What follows belongs to an exercise in optimizing a design on an open flow for small area and a short achievable clock period; a production flow would make more cautious choices.
In this exercise RTL edits were held to simulation tests only and were not proved equivalent to the original.
Power is estimated from default activity; no workload was simulated.

## harbor
## dcm_top
module dcm_top (
    input  logic        clk,
    input  logic        rst,
    input  logic        sig_in,
    input  logic        wb_cyc,
    input  logic        wb_stb,
    input  logic        wb_we,
    input  logic [1:0]  wb_adr,
    input  logic [31:0] wb_dat_w,
    output logic [31:0] wb_dat_r,
    output logic        wb_ack
);
    localparam int PW = 16;
    localparam int DW = 7;
    localparam int RW = PW + DW;
    localparam int DEPTH = 8;
    logic sig_s1, sig_s2, sig_d;
    always_ff @(posedge clk or negedge rst) begin
        if (!rst) begin
            sig_s1 <= 1'b0;
            sig_s2 <= 1'b0;
            sig_d  <= 1'b0;
        end else begin
            sig_s1 <= sig_in;
            sig_s2 <= sig_s1;
            sig_d  <= sig_s2;
        end
    end
    logic rise;      
    logic pre;       
    assign rise = sig_s2 & ~sig_d;
    assign pre  = sig_s1 & ~sig_s2;
    logic          enable;
    logic          armed;
    logic          push;
    logic [PW-1:0] period_cnt;
    logic [PW-1:0] high_cnt;
    logic          p_max, h_max;
    logic [PW-1:0] p_inc, h_inc;    
    logic [PW-1:0] rem_q;           
    logic [PW-1:0] rem_in, div_p, rem2;
    logic          div_inc, div_dec;
    logic [2:0]    qstep;
    logic [1:0]    q_a, q_b;        
    logic          p_two;
    logic [DW-1:0] duty;
    assign p_max = &period_cnt;
    assign h_max = &high_cnt;
    assign p_inc = p_max ? period_cnt : period_cnt + 1'b1;
    assign h_inc = (sig_s2 && !h_max) ? high_cnt + 1'b1 : high_cnt;
    always_comb begin
        div_p   = p_inc;
        div_dec = rise & ~p_max;
        div_inc = ~rise & ~pre & ~&p_inc;
        rem_in  = (rise | pre) ? rem_q : h_inc;
    end
    duty_meter u_div (
        .rem_in  (rem_in),
  ...
Settings: LEC_CHECK=0, CAP_MARGIN=0, CORE_MARGIN=2, CORE_UTILIZATION=65, CTS_BUF_LIST=sky130_fd_sc_hd__clkbuf_16, CTS_CLUSTER_DIAMETER=150, CTS_CLUSTER_SIZE=30, PLACE_DENSITY=0.78, SLEW_MARGIN=0; clock period 68.0 ns.
standard.sh (not shown) runs the stock make flow with config.mk's settings and CLKGATE_MAP_FILE= SYNTH_SCRIPT=/design/flow/synth_recipe.tcl, a recipe that flattens the netlist after the stock synthesis.
==> flow/flow/run.sh <==
#!/bin/bash
# Standard ORFS layout with plain buffers on the ports instead of the delay
# buffers buffer_ports picks by default. Every tool's output is kept in a log
# file in the work folder.
set -euo pipefail
export BUFFER_PORTS_ARGS="-buffer_cell sky130_fd_sc_hd__buf_2"
bash standard.sh > standard.log 2>&1
#### Input delta (amber over harbor)
==> flow/flow/run.sh <==
#!/bin/bash
# Standard ORFS layout, with three changes to how it is made:
#  - synthesis maps with an ABC script that recovers more area (flow/abc_speed.script,
#    used through a copy of ORFS's scripts folder; nothing else in it changes);
#  - plain buffers on the ports instead of the delay buffers buffer_ports picks by default;
#  - a clock tree without dummy loads.
# Every tool's output is kept in a log file in the work folder.
set -euo pipefail
work=$(pwd)
rm -rf "$work/abc_scripts"
cp -r "$FLOW_HOME/scripts" "$work/abc_scripts"
cp "$work/flow/abc_speed.script" "$work/abc_scripts/abc_speed.script"
export BUFFER_PORTS_ARGS="-buffer_cell sky130_fd_sc_hd__buf_2"
export CTS_ARGS="-sink_clustering_enable -repair_clock_nets -sink_clustering_size 30 -sink_clustering_max_diameter 150 -buf_list sky130_fd_sc_hd__clkbuf_16 -dont_use_dummy_load"
SCRIPTS_DIR="$work/abc_scripts" bash standard.sh synth > synth.log 2>&1
bash standard.sh > standard.log 2>&1
==> flow/flow/abc_speed.script (new file) <==
&get -n
&st
&syn3
&dch
&nf -R 100 -p
&put
buffer -c
topo
stime -c
upsize -c
dnsize -c
[summary]
~same final worst setup slack in amber and harbor. On amber: total number of nets in the final design is 21 lower than what harbor gave. Measured against each other, amber and harbor differ in combinational group share of total power, the lower figure coming from harbor. Looking at area fraction in compound gates after synthesis, amber sits 1.3 points lower than harbor does. Against harbor, amber comes in 11% higher on total power density per cell area.
What raven does differently from amber at the input level:
==> flow/flow/run.sh <==
#!/bin/bash
# Standard ORFS layout with plain buffers on the ports instead of the delay
# buffers buffer_ports picks by default, and a clock tree without dummy
# loads. Every tool's output is kept in a log file in the work folder.
set -euo pipefail
export BUFFER_PORTS_ARGS="-buffer_cell sky130_fd_sc_hd__buf_2"
export CTS_ARGS="-sink_clustering_enable -repair_clock_nets -sink_clustering_size 30 -sink_clustering_max_diameter 150 -buf_list sky130_fd_sc_hd__clkbuf_16 -dont_use_dummy_load"
bash standard.sh > standard.log 2>&1
removed: flow/flow/abc_speed.script
Notes after the runs:
Weighted congestion at the end of routability-driven global placement, amber and raven: higher on raven
Sort amber and raven by share of total power in combinational logic asc -> top: raven
Comparing share of power burned in the clock network for amber and raven, the smaller number came from amber.
There was hardly any difference in final cycle utilization of the critical path between amber and raven.
Relative to amber, post-synthesis xor/xnor area fraction has decreased by 0.58 points in raven.

* * *

Another version of the RTL of dcm_top (not shown whole).
For scale: about 1000 cells after synthesis, about 280 flip-flops.
## dcm_top
module dcm_top (
    input  logic        clk,
    input  logic        rst,
    input  logic        sig_in,
    input  logic        wb_cyc,
    input  logic        wb_stb,
    input  logic        wb_we,
    input  logic [1:0]  wb_adr,
    input  logic [31:0] wb_dat_w,
    output logic [31:0] wb_dat_r,
    output logic        wb_ack
);
Settings: LEC_CHECK=0, CAP_MARGIN=20, CORE_MARGIN=2, CORE_UTILIZATION=55, CTS_BUF_LIST=sky130_fd_sc_hd__clkbuf_16, CTS_CLUSTER_DIAMETER=120, CTS_CLUSTER_SIZE=24, PLACE_DENSITY=0.68, SLEW_MARGIN=20; clock period 68.0 ns.
==> flow/flow/run.sh <==
#!/bin/bash
# Standard ORFS layout with plain buffers on the ports instead of the delay
# buffers buffer_ports picks by default. Every tool's output is kept in a log
# file in the work folder.
set -euo pipefail
export BUFFER_PORTS_ARGS="-buffer_cell sky130_fd_sc_hd__buf_2"
bash standard.sh > standard.log 2>&1
Then changed:
--- a/flow/config.mk
+++ b/flow/config.mk
@@ -8 +8 @@
-export CAP_MARGIN = 20
+export CAP_MARGIN = 0
@@ -10 +10 @@
-export CORE_UTILIZATION = 55
+export CORE_UTILIZATION = 65
@@ -12,4 +12,4 @@
-export CTS_CLUSTER_DIAMETER = 120
-export CTS_CLUSTER_SIZE = 24
-export PLACE_DENSITY = 0.68
-export SLEW_MARGIN = 20
+export CTS_CLUSTER_DIAMETER = 150
+export CTS_CLUSTER_SIZE = 30
+export PLACE_DENSITY = 0.78
+export SLEW_MARGIN = 0
The new run produced a clean layout.
Clock skew came out higher by 0.0053 ns.
Sequential share of layout area rose by 0.57 points.
Count of clock-buffer cells in the layout went down by 3.
Synthesized cell count stays the same.
Final cell count decreases by 4.3%.
Die area falls by 15%.
Design area fell by 1.0%.
Non-clock buffer count shrinks by 1.
Hold slack is about the same.
Then changed:
--- a/flow/flow/run.sh
+++ b/flow/flow/run.sh
@@ -3,2 +3,3 @@
-# buffers buffer_ports picks by default. Every tool's output is kept in a log
-# file in the work folder.
+# buffers buffer_ports picks by default, and with the timing repair steps
+# asked for extra setup slack. Every tool's output is kept in a log file in
+# the work folder.
@@ -6,0 +8 @@
+export SETUP_SLACK_MARGIN=53.6
--- a/flow/config.mk
+++ b/flow/config.mk
@@ -8 +8 @@
-export CAP_MARGIN = 0
+export CAP_MARGIN = 20
@@ -10 +10 @@
-export CORE_UTILIZATION = 65
+export CORE_UTILIZATION = 55
@@ -12,4 +12,4 @@
-export CTS_CLUSTER_DIAMETER = 150
-export CTS_CLUSTER_SIZE = 30
-export PLACE_DENSITY = 0.78
-export SLEW_MARGIN = 0
+export CTS_CLUSTER_DIAMETER = 120
+export CTS_CLUSTER_SIZE = 24
+export PLACE_DENSITY = 0.68
+export SLEW_MARGIN = 20
After rerunning: Clock skew went down by 0.0054 ns; total power went up by 1.5%; core utilization went down by 11 points; via count stays flat; sequential power hardly moves; routed wire length went up by 4.2%; synthesized cell count does not change; setup slack improves by 0.041 ns; cell area went up by 1.7%; non-clock buffer count went up by 2.

-- static timing again, ports no longer ideal --
No port has a modelled driver above. Below, the same layouts with a new extraction and two added sets of constraints. Step 1, drivers: a clkbuf_16 drives clk and a buf_2 each remaining input, both assumed. Step 2 also shifts input and output timing later by t, the mid clock arrival at the registers, as if the neighbouring blocks saw the same clock. a / b / c = ideal / step 1 / step 2; a / b = the first two.
run | t (ns) | setup WS [ns] | hold WS [ns] | slew at the worst register clock pin (ns) | cell pins on the clock port's net
harbor | 0.524 | 53.386 / 53.338 / 53.061 | 0.360 / 0.360 / 0.360 | 0.11 / 0.11 | 1
amber | 0.508 | 53.385 / 53.341 / 53.161 | 0.362 / 0.362 / 0.362 | 0.12 / 0.12 | 1
raven | 0.515 | 53.383 / 53.335 / 53.098 | 0.359 / 0.359 / 0.359 | 0.11 / 0.11 | 1
the first run of note 2 | 0.527 | 53.372 / 53.339 / 52.875 | 0.376 / 0.376 / 0.376 | 0.10 / 0.10 | 1
the second run of note 2 | 0.518 | 53.363 / 53.317 / 52.870 | 0.376 / 0.376 / 0.376 | 0.12 / 0.12 | 1
the third run of note 2 | 0.526 | 53.404 / 53.356 / 53.269 | 0.376 / 0.376 / 0.376 | 0.10 / 0.10 | 1
After both steps every run listed still meets setup and hold. The setup slack of the first run of note 2, which loses most, moves by -0.033 ns with the drivers and by -0.497 ns with both steps.
